Source: an optimization exercise on an open RTL-to-GDS flow (aim: small area). Production flows keep margins and buffers that such runs may drop.
At most, simulation tests tie the RTL to the original design; equivalence was not proved.
Power is estimated from default activity; no workload was simulated.

==> module memory_pattern_scanner, before the edit <==
module memory_pattern_scanner
#(
    parameter int PATTERN_MAX = 16
) (
    input  logic                   i_clk,
    input  logic                   i_rst_n,
    input  logic                   i_in_valid,
    output logic                   o_in_ready,
    input  mps_pkg::t_byte             i_in_data_byte,
    input  logic                   i_in_last_byte,
    output logic                   o_out_valid,
    input  logic                   i_out_ready,
    output mps_pkg::t_addr             o_out_match_address,
    input  logic                   i_cfg_we,
    input  logic [mps_pkg::CFG_INDEX_W-1:0] i_cfg_index,
    input  logic [mps_pkg::CFG_DATA_W-1:0]  i_cfg_data
);
    logic [1:0]   r_scan_mode;
    mps_pkg::t_byte r_char_value;
    logic [6:0]   r_num_value;       
    logic [127:0] r_pattern;
    logic [3:0]   r_len_m1;          
    mps_pkg::t_addr r_start_addr;
    logic [4:0]  len_in;
    logic [3:0]  len_m1_in;
    logic [6:0]  num_in;
    logic        we_mode, we_char, we_num, we_plo, we_phi, we_len, we_start;
    assign len_in = i_cfg_data[4:0];
    assign len_m1_in = (len_in == 5'd0) ? 4'd0 :
                       (len_in[4])      ? 4'd15 : 4'(len_in - 5'd1);
    assign num_in = (i_cfg_data[31:7] == '0) ? i_cfg_data[6:0] : 7'd0;
    assign we_mode  = i_cfg_we && i_cfg_index == mps_pkg::REG_SCAN_MODE;
    assign we_char  = i_cfg_we && i_cfg_index == mps_pkg::REG_CHAR_VALUE;
    assign we_num   = i_cfg_we && i_cfg_index == mps_pkg::REG_NUMERIC_VALUE;
    assign we_plo   = i_cfg_we && i_cfg_index == mps_pkg::REG_PATTERN_LOW;
    assign we_phi   = i_cfg_we && i_cfg_index == mps_pkg::REG_PATTERN_HIGH;
    assign we_len   = i_cfg_we && i_cfg_index == mps_pkg::REG_PATTERN_LEN;
    assign we_start = i_cfg_we && i_cfg_index == mps_pkg::REG_START_ADDR;
    always_ff @(posedge i_clk) begin
        if (!i_rst_n) begin
            r_scan_mode  <= mps_pkg::MODE_CHAR;
            r_char_value <= '0;
            r_num_value  <= '0;
            r_len_m1     <= '0;
        end else begin
            if (we_mode)  r_scan_mode  <= i_cfg_data[1:0];
            if (we_char)  r_char_value <= i_cfg_data[7:0];
            if (we_num)   r_num_value  <= num_in;
            if (we_len)   r_len_m1     <= len_m1_in;
        end
    end
    logic [127:0]   pattern_d;
    mps_pkg::t_addr start_d;
    mps_cell #(.W(64)) u_hold_plo (
        .i_sel_a (i_rst_n && we_plo), .i_sel_b (i_rst_n && !we_plo),
        .i_a (i_cfg_data), .i_b (r_pattern[63:0]), .o_y (pattern_d[63:0])
    );
    mps_cell #(.W(64)) u_hold_phi (
        .i_sel_a (i_rst_n && we_phi), .i_sel_b (i_rst_n && !we_phi),
        .i_a (i_cfg_data), .i_b (r_pattern[127:64]), .o_y (pattern_d[127:64])
    );
    mps_cell #(.W(mps_pkg::ADDR_W)) u_hold_start (
        .i_sel_a (i_rst_n && we_start), .i_sel_b (i_rst_n && !we_start),
        .i_a (i_cfg_data[mps_pkg::ADDR_W-1:0]), .i_b (r_start_addr), .o_y (start_d)
    );
    always_ff @(posedge i_clk) begin
        r_pattern    <= pattern_d;
        r_start_addr <= start_d;
    end
    logic byte_zero;
    assign byte_zero = (i_in_data_byte == 8'd0);
    logic r_out_valid;
    logic accept;
    assign o_in_ready = !r_out_valid || i_out_ready;
    assign accept     = i_in_valid && o_in_ready;
    logic [PATTERN_MAX-2:0] r_part;
    logic [PATTERN_MAX-1:0] part_next;
    logic [PATTERN_MAX-1:0] part_prev;
    assign part_prev = {r_part, 1'b1};
    for (genvar j = 0; j < PATTERN_MAX; j++) begin : g_stage
        assign part_next[j] = part_prev[j] && (i_in_data_byte == r_pattern[j*8 +: 8]);
    end
    logic           r_open;        
    logic [3:0]     r_wait;        
    mps_pkg::t_addr r_last_addr;   
    logic           step;
    assign step = (r_scan_mode != mps_pkg::MODE_STR) || (r_wait == 4'd0);
    logic hit;
    always_comb begin
        unique case (r_scan_mode)
            mps_pkg::MODE_CHAR: hit = (i_in_data_byte == r_char_value);
            mps_pkg::MODE_NUM:  hit = !byte_zero && (i_in_data_byte == {1'b0, r_num_value});
            mps_pkg::MODE_STR:  hit = part_next[r_len_m1];
            default:            hit = 1'b0;
        endcase
    end
    logic keep;
    assign keep = i_rst_n && !i_in_last_byte;
    logic [PATTERN_MAX-2:0] part_d;
    mps_cell #(.W(PATTERN_MAX-1)) u_pick_part (
        .i_sel_a (accept && keep), .i_sel_b (i_rst_n && !accept),
        .i_a (part_next[PATTERN_MAX-2:0]), .i_b (r_part), .o_y (part_d)
    );
    always_ff @(posedge i_clk) begin
        r_part <= part_d;
    end
    always_ff @(posedge i_clk) begin
        if (!i_rst_n) begin
            r_open <= 1'b0;
        end else if (accept) begin
            r_open <= !i_in_last_byte;
        end
    end
    always_ff @(posedge i_clk) begin
        if (accept) begin
            if (!r_open) begin
                r_wait <= r_len_m1;
            end else if (r_wait != 4'd0) begin
                r_wait <= r_wait - 4'd1;
            end
        end
    end
    logic load_start, addr_inc;
    assign load_start = accept && !r_open;
    assign addr_inc   = accept && r_open && step;
    mps_pkg::t_addr last_addr_d;
    mps_pkg::t_addr addr_next;
    localparam int AB = 8;
    localparam int NB = (mps_pkg::ADDR_W + AB - 1) / AB;
    logic [NB:0] block_carry;
    assign block_carry[0] = addr_inc;
    for (genvar k = 0; k < NB; k++) begin : g_addr_block
        localparam int LO = k * AB;
        localparam int HI = (LO + AB < mps_pkg::ADDR_W) ? LO + AB : mps_pkg::ADDR_W;
        assign block_carry[k+1] = block_carry[k] && (&r_last_addr[HI-1:LO]);
        always_comb begin
            logic carry;
            carry = block_carry[k];
            for (int i = LO; i < HI; i++) begin
                addr_next[i] = r_last_addr[i] ^ carry;
                carry        = carry & r_last_addr[i];
            end
        end
    end
    mps_cell #(.W(mps_pkg::ADDR_W)) u_pick_addr (
        .i_sel_a (load_start), .i_sel_b (!load_start),
        .i_a (r_start_addr), .i_b (addr_next), .o_y (last_addr_d)
    );
    always_ff @(posedge i_clk) begin
        r_last_addr <= last_addr_d;
    end
    always_ff @(posedge i_clk) begin
        if (!i_rst_n) begin
            r_out_valid <= 1'b0;
        end else if (accept) begin
            r_out_valid <= hit;
        end else if (i_out_ready) begin
            r_out_valid <= 1'b0;
        end
    end
    assign o_out_valid         = r_out_valid;
    assign o_out_match_address = r_last_addr;
endmodule
export LEC_CHECK = 0
export CAP_MARGIN = 20
export CORE_MARGIN = 2
export CORE_UTILIZATION = 65
export SLEW_MARGIN = 20
export SYNTH_HIERARCHICAL = 1
create_clock -name core_clock -period 8.0 [get_ports {i_clk}]
standard.sh (not shown) runs the stock make flow with config.mk's settings and CLKGATE_MAP_FILE= SYNTH_SCRIPT=/design/flow/synth_recipe.tcl, a recipe that flattens the netlist after the stock synthesis.
==> flow/flow/run.sh <==
#!/bin/bash
# The standard layout with these changes:
#  - synthesis maps logic with an area-minded ABC script (abc.script here)
#    in place of ORFS's speed script; everything else in synthesis, and so
#    every register, is as in the standard synthesis;
#  - the port buffers are buf_1;
#  - the clock tree uses clkbuf_8 in larger clusters and no dummy loads.
# Each tool's output stays in orfs/logs; make's own output goes to
# flow_make.log here.
set -euo pipefail
here=$(pwd)
rm -rf "$here/scripts"
cp -r "$FLOW_HOME/scripts" "$here/scripts"
cp "$here/flow/abc.script" "$here/scripts/abc_speed.script"
export BUFFER_PORTS_ARGS="-buffer_cell sky130_fd_sc_hd__buf_1"
export CTS_ARGS="-sink_clustering_enable -repair_clock_nets -dont_use_dummy_load -buf_list sky130_fd_sc_hd__clkbuf_8 -sink_clustering_size 16 -sink_clustering_max_diameter 80"
bash standard.sh SCRIPTS_DIR="$here/scripts" finish > flow_make.log 2>&1
==> flow/flow/abc.script <==
&get -n
&st
&dch
&nf -R 1000
&st
&syn4
&dch
&nf -R 1000
&st
&syn4
&dch
&nf -R 1000
&put
topo
dnsize -c
Rerun with:
--- a/flow/design.v
+++ b/flow/design.v
@@ -155,27 +155,18 @@
     end
     logic load_start, addr_inc;
     assign load_start = accept && !r_open;
     assign addr_inc   = accept && r_open && step;
     mps_pkg::t_addr last_addr_d;
     mps_pkg::t_addr addr_next;
-    localparam int AB = 8;
-    localparam int NB = (mps_pkg::ADDR_W + AB - 1) / AB;
-    logic [NB:0] block_carry;
-    assign block_carry[0] = addr_inc;
-    for (genvar k = 0; k < NB; k++) begin : g_addr_block
-        localparam int LO = k * AB;
-        localparam int HI = (LO + AB < mps_pkg::ADDR_W) ? LO + AB : mps_pkg::ADDR_W;
-        assign block_carry[k+1] = block_carry[k] && (&r_last_addr[HI-1:LO]);
-        always_comb begin
-            logic carry;
-            carry = block_carry[k];
-            for (int i = LO; i < HI; i++) begin
-                addr_next[i] = r_last_addr[i] ^ carry;
-                carry        = carry & r_last_addr[i];
-            end
+    always_comb begin
+        logic carry;
+        carry = addr_inc;
+        for (int i = 0; i < mps_pkg::ADDR_W; i++) begin
+            addr_next[i] = r_last_addr[i] ^ carry;
+            carry        = carry & r_last_addr[i];
         end
     end
     mps_cell #(.W(mps_pkg::ADDR_W)) u_pick_addr (
         .i_sel_a (load_start), .i_sel_b (!load_start),
         .i_a (r_start_addr), .i_b (addr_next), .o_y (last_addr_d)
     );
With this change the flow reached the layout checks and failed them: setup timing.
Clock-buffer cell count does not change.
Clock skew shrinks by 0.028 ns.
Die area shrinks by about 1.1%.
Global-route usage is about the same.
Cell count shrinks by about 0.9%.
Critical path depth grows by 51.
For the second run of this note, only the layout was checked, not whether the RTL still works.


red:
The RTL this note starts from:
==> flow/design.v <==
package mps_pkg;
    typedef logic [7:0]  t_byte;
    typedef logic [62:0] t_addr;
    localparam int ADDR_W = 63;
    localparam int CFG_DATA_W = 64;
    localparam int CFG_INDEX_W = 3;
    localparam logic [1:0] MODE_CHAR = 2'd0;
    localparam logic [1:0] MODE_NUM  = 2'd1;
    localparam logic [1:0] MODE_STR  = 2'd2;
    localparam logic [CFG_INDEX_W-1:0] REG_SCAN_MODE     = 3'd0;
    localparam logic [CFG_INDEX_W-1:0] REG_CHAR_VALUE    = 3'd1;
    localparam logic [CFG_INDEX_W-1:0] REG_NUMERIC_VALUE = 3'd2;
    localparam logic [CFG_INDEX_W-1:0] REG_PATTERN_LOW   = 3'd3;
    localparam logic [CFG_INDEX_W-1:0] REG_PATTERN_HIGH  = 3'd4;
    localparam logic [CFG_INDEX_W-1:0] REG_PATTERN_LEN   = 3'd5;
    localparam logic [CFG_INDEX_W-1:0] REG_START_ADDR    = 3'd6;
    typedef struct packed {
        logic shift;    
        logic active;   
    } t_cell_ctrl;
endpackage
module mps_cell
#(
    parameter int W = 1
) (
    input  logic         i_sel_a,
    input  logic         i_sel_b,
    input  logic [W-1:0] i_a,
    input  logic [W-1:0] i_b,
    output logic [W-1:0] o_y
);
    assign o_y = ({W{i_sel_a}} & i_a) | ({W{i_sel_b}} & i_b);
endmodule
module memory_pattern_scanner
#(
    parameter int PATTERN_MAX = 16
) (
    input  logic                   i_clk,
    input  logic                   i_rst_n,
    input  logic                   i_in_valid,
    output logic                   o_in_ready,
    input  mps_pkg::t_byte             i_in_data_byte,
    input  logic                   i_in_last_byte,
    output logic                   o_out_valid,
    input  logic                   i_out_ready,
    output mps_pkg::t_addr             o_out_match_address,
    input  logic                   i_cfg_we,
    input  logic [mps_pkg::CFG_INDEX_W-1:0] i_cfg_index,
    input  logic [mps_pkg::CFG_DATA_W-1:0]  i_cfg_data
);
    logic [1:0]   r_scan_mode;
    mps_pkg::t_byte r_char_value;
    logic [6:0]   r_num_value;       
    logic [127:0] r_pattern;
    logic [3:0]   r_len_m1;          
    mps_pkg::t_addr r_start_addr;
    logic [4:0]  len_in;
    logic [3:0]  len_m1_in;
    logic [6:0]  num_in;
    logic        we_mode, we_char, we_num, we_plo, we_phi, we_len, we_start;
    assign len_in = i_cfg_data[4:0];
    assign len_m1_in = (len_in == 5'd0) ? 4'd0 :
                       (len_in[4])      ? 4'd15 : 4'(len_in - 5'd1);
    assign num_in = (i_cfg_data[31:7] == '0) ? i_cfg_data[6:0] : 7'd0;
    assign we_mode  = i_cfg_we && i_cfg_index == mps_pkg::REG_SCAN_MODE;
    assign we_char  = i_cfg_we && i_cfg_index == mps_pkg::REG_CHAR_VALUE;
    assign we_num   = i_cfg_we && i_cfg_index == mps_pkg::REG_NUMERIC_VALUE;
    assign we_plo   = i_cfg_we && i_cfg_index == mps_pkg::REG_PATTERN_LOW;
    assign we_phi   = i_cfg_we && i_cfg_index == mps_pkg::REG_PATTERN_HIGH;
    assign we_len   = i_cfg_we && i_cfg_index == mps_pkg::REG_PATTERN_LEN;
    assign we_start = i_cfg_we && i_cfg_index == mps_pkg::REG_START_ADDR;
    always_ff @(posedge i_clk) begin
        if (!i_rst_n) begin
            r_scan_mode  <= mps_pkg::MODE_CHAR;
            r_char_value <= '0;
            r_num_value  <= '0;
            r_len_m1     <= '0;
        end else begin
            if (we_mode)  r_scan_mode  <= i_cfg_data[1:0];
            if (we_char)  r_char_value <= i_cfg_data[7:0];
            if (we_num)   r_num_value  <= num_in;
            if (we_len)   r_len_m1     <= len_m1_in;
        end
    end
    logic [127:0]   pattern_d;
    mps_pkg::t_addr start_d;
    mps_cell #(.W(64)) u_hold_plo (
        .i_sel_a (i_rst_n && we_plo), .i_sel_b (i_rst_n && !we_plo),
        .i_a (i_cfg_data), .i_b (r_pattern[63:0]), .o_y (pattern_d[63:0])
    );
    mps_cell #(.W(64)) u_hold_phi (
        .i_sel_a (i_rst_n && we_phi), .i_sel_b (i_rst_n && !we_phi),
        .i_a (i_cfg_data), .i_b (r_pattern[127:64]), .o_y (pattern_d[127:64])
    );
    mps_cell #(.W(mps_pkg::ADDR_W)) u_hold_start (
        .i_sel_a (i_rst_n && we_start), .i_sel_b (i_rst_n && !we_start),
        .i_a (i_cfg_data[mps_pkg::ADDR_W-1:0]), .i_b (r_start_addr), .o_y (start_d)
    );
    always_ff @(posedge i_clk) begin
        r_pattern    <= pattern_d;
        r_start_addr <= start_d;
    end
    logic byte_zero;
    assign byte_zero = (i_in_data_byte == 8'd0);
    logic r_out_valid;
    logic accept;
    assign o_in_ready = !r_out_valid || i_out_ready;
    assign accept     = i_in_valid && o_in_ready;
    logic [PATTERN_MAX-2:0] r_part;
    logic [PATTERN_MAX-1:0] part_next;
    logic [PATTERN_MAX-1:0] part_prev;
    assign part_prev = {r_part, 1'b1};
    for (genvar j = 0; j < PATTERN_MAX; j++) begin : g_stage
        assign part_next[j] = part_prev[j] && (i_in_data_byte == r_pattern[j*8 +: 8]);
    end
    logic           r_open;        
    logic [3:0]     r_wait;        
    mps_pkg::t_addr r_last_addr;   
    logic           step;
    assign step = (r_scan_mode != mps_pkg::MODE_STR) || (r_wait == 4'd0);
    logic hit;
    always_comb begin
        unique case (r_scan_mode)
            mps_pkg::MODE_CHAR: hit = (i_in_data_byte == r_char_value);
            mps_pkg::MODE_NUM:  hit = !byte_zero && (i_in_data_byte == {1'b0, r_num_value});
            mps_pkg::MODE_STR:  hit = part_next[r_len_m1];
            default:            hit = 1'b0;
        endcase
    end
    logic keep;
    assign keep = i_rst_n && !i_in_last_byte;
    logic [PATTERN_MAX-2:0] part_d;
    mps_cell #(.W(PATTERN_MAX-1)) u_pick_part (
        .i_sel_a (accept && keep), .i_sel_b (i_rst_n && !accept),
        .i_a (part_next[PATTERN_MAX-2:0]), .i_b (r_part), .o_y (part_d)
    );
    always_ff @(posedge i_clk) begin
        r_part <= part_d;
    end
    always_ff @(posedge i_clk) begin
        if (!i_rst_n) begin
            r_open <= 1'b0;
        end else if (accept) begin
            r_open <= !i_in_last_byte;
        end
    end
    always_ff @(posedge i_clk) begin
        if (accept) begin
            if (!r_open) begin
                r_wait <= r_len_m1;
            end else if (r_wait != 4'd0) begin
                r_wait <= r_wait - 4'd1;
            end
        end
    end
    logic load_start, addr_inc;
    assign load_start = accept && !r_open;
    assign addr_inc   = accept && r_open && step;
    mps_pkg::t_addr last_addr_d;
    mps_cell #(.W(mps_pkg::ADDR_W)) u_pick_addr (
        .i_sel_a (load_start), .i_sel_b (!load_start),
        .i_a (r_start_addr), .i_b (r_last_addr + mps_pkg::ADDR_W'(addr_inc)), .o_y (last_addr_d)
    );
    always_ff @(posedge i_clk) begin
        r_last_addr <= last_addr_d;
    end
    always_ff @(posedge i_clk) begin
        if (!i_rst_n) begin
            r_out_valid <= 1'b0;
        end else if (accept) begin
            r_out_valid <= hit;
        end else if (i_out_ready) begin
            r_out_valid <= 1'b0;
        end
    end
    assign o_out_valid         = r_out_valid;
    assign o_out_match_address = r_last_addr;
endmodule
clock: 8.0 ns
lec_check: 0
cap_margin: 20
core_margin: 2
core_utilization: 65
slew_margin: 20
synth_hierarchical: 1
Scripts as last shown in full above: flow/flow/run.sh, flow/flow/abc.script
red | status: complete | timing, DRC, antenna: pass
Relative to red, the following input files were edited for blue:
-- flow/design.v --
<<< red, line 85
    logic [127:0]   pattern_d;
    mps_pkg::t_addr start_d;
    mps_cell #(.W(64)) u_hold_plo (
        .i_sel_a (i_rst_n && we_plo), .i_sel_b (i_rst_n && !we_plo),
        .i_a (i_cfg_data), .i_b (r_pattern[63:0]), .o_y (pattern_d[63:0])
    );
    mps_cell #(.W(64)) u_hold_phi (
        .i_sel_a (i_rst_n && we_phi), .i_sel_b (i_rst_n && !we_phi),
        .i_a (i_cfg_data), .i_b (r_pattern[127:64]), .o_y (pattern_d[127:64])
    );
    mps_cell #(.W(mps_pkg::ADDR_W)) u_hold_start (
        .i_sel_a (i_rst_n && we_start), .i_sel_b (i_rst_n && !we_start),
        .i_a (i_cfg_data[mps_pkg::ADDR_W-1:0]), .i_b (r_start_addr), .o_y (start_d)
>>> blue, line 85
    logic [127:0]   pattern_d;
    mps_pkg::t_addr start_d;
    mps_cell #(.W(64)) u_pick_plo (
        .i_sel_a (i_rst_n && we_plo), .i_sel_b (i_rst_n && !we_plo),
        .i_a (i_cfg_data), .i_b (r_pattern[63:0]), .o_y (pattern_d[63:0])
    );
    mps_cell #(.W(64)) u_pick_phi (
        .i_sel_a (i_rst_n && we_phi), .i_sel_b (i_rst_n && !we_phi),
        .i_a (i_cfg_data), .i_b (r_pattern[127:64]), .o_y (pattern_d[127:64])
    );
    mps_cell #(.W(mps_pkg::ADDR_W)) u_pick_start (
        .i_sel_a (i_rst_n && we_start), .i_sel_b (i_rst_n && !we_start),
        .i_a (i_cfg_data[mps_pkg::ADDR_W-1:0]), .i_b (r_start_addr), .o_y (start_d)
<<< red, line 145
        end
    end
    always_ff @(posedge i_clk) begin
        if (accept) begin
            if (!r_open) begin
                r_wait <= r_len_m1;
            end else if (r_wait != 4'd0) begin
                r_wait <= r_wait - 4'd1;
            end
        end
    end
    logic load_start, addr_inc;
>>> blue, line 145
        end
    end
    logic [3:0] wait_d;
    mps_cell #(.W(4)) u_pick_wait (
        .i_sel_a (accept && !r_open), .i_sel_b (!(accept && !r_open)),
        .i_a (r_len_m1), .i_b (r_wait - 4'(accept && r_wait != 4'd0)), .o_y (wait_d)
    );
    always_ff @(posedge i_clk) begin
        r_wait <= wait_d;
    end
    logic load_start, addr_inc;
<<< red, line 158
    assign addr_inc   = accept && r_open && step;
    mps_pkg::t_addr last_addr_d;
    mps_cell #(.W(mps_pkg::ADDR_W)) u_pick_addr (
        .i_sel_a (load_start), .i_sel_b (!load_start),
        .i_a (r_start_addr), .i_b (r_last_addr + mps_pkg::ADDR_W'(addr_inc)), .o_y (last_addr_d)
    );
    always_ff @(posedge i_clk) begin
>>> blue, line 157
    assign addr_inc   = accept && r_open && step;
    mps_pkg::t_addr last_addr_d;
    mps_pkg::t_addr addr_next;
    localparam int AB = 8;
    localparam int NB = (mps_pkg::ADDR_W + AB - 1) / AB;
    logic [NB-1:0] block_carry;
    assign block_carry[0] = addr_inc;
    for (genvar k = 0; k < NB; k++) begin : g_addr_block
        localparam int LO = k * AB;
        localparam int HI = (LO + AB < mps_pkg::ADDR_W) ? LO + AB : mps_pkg::ADDR_W;
        if (k + 1 < NB) begin : g_pass
            assign block_carry[k+1] = block_carry[k] && (&r_last_addr[HI-1:LO]);
        end
        always_comb begin
            logic carry;
            carry = block_carry[k];
            for (int i = LO; i < HI; i++) begin
                addr_next[i] = r_last_addr[i] ^ carry;
                carry        = carry & r_last_addr[i];
            end
        end
    end
    mps_cell #(.W(mps_pkg::ADDR_W)) u_pick_addr (
        .i_sel_a (load_start), .i_sel_b (!load_start),
        .i_a (r_start_addr), .i_b (addr_next), .o_y (last_addr_d)
    );
    always_ff @(posedge i_clk) begin
Findings:
- blue: flow completed, timing, DRC and antenna clean
- When blue is set beside red, its data arrival time of the critical path turns out to be 0.75 ns smaller.
- Power: blue draws more than red
- Relative to red, the portion of total power attributed to the clock network of blue is lower by 0.4 points.
- red → blue: first-pass GRT wire length now smaller, global-route track usage on met2 now larger, initial standard-cell utilization of the core now larger.

port drivers added, routing unchanged:
No port has a modelled driver above. Below, the same layouts with a new extraction and two added sets of constraints.
Step 1 (the two cells are an assumption about what drives the block):
set clk [get_ports {i_clk}]
set_driving_cell -lib_cell sky130_fd_sc_hd__clkbuf_16 $clk
set_driving_cell -lib_cell sky130_fd_sc_hd__buf_2 [delete_from_list [all_inputs] $clk]
Step 2 moves the port delays by t, midway between the first and last clock arrival at a register: inputs arrive t later, outputs are due t later. That takes back most of the time a late clock gives input paths.
Slacks: ideal / step 1 / step 2; pairs: ideal / step 1.
| run | t (ns) | slack for setup (ns) | hold WS [ns] | worst setup path after step 2 | slew at the worst register clock pin (ns) |
|---|---|---|---|---|---|
| the first run of note 1 | 0.576 | 2.693 / 2.711 / 2.135 | 0.477 / 0.477 / 0.477 | input to register | 0.10 / 0.10 |
| the second run of note 1 | 0.581 | -3.462 / -3.438 / -4.019 | 0.483 / 0.483 / 0.483 | input to register | 0.10 / 0.10 |
| red | 0.579 | 1.863 / 1.876 / 1.298 | 0.466 / 0.466 / 0.466 | input to register | 0.11 / 0.11 |
| blue | 0.578 | 2.600 / 2.620 / 2.042 | 0.474 / 0.474 / 0.474 | input to register | 0.10 / 0.10 |
For red, which loses most, drivers alone change the setup slack by +0.013 ns; drivers and shift together by -0.565 ns.
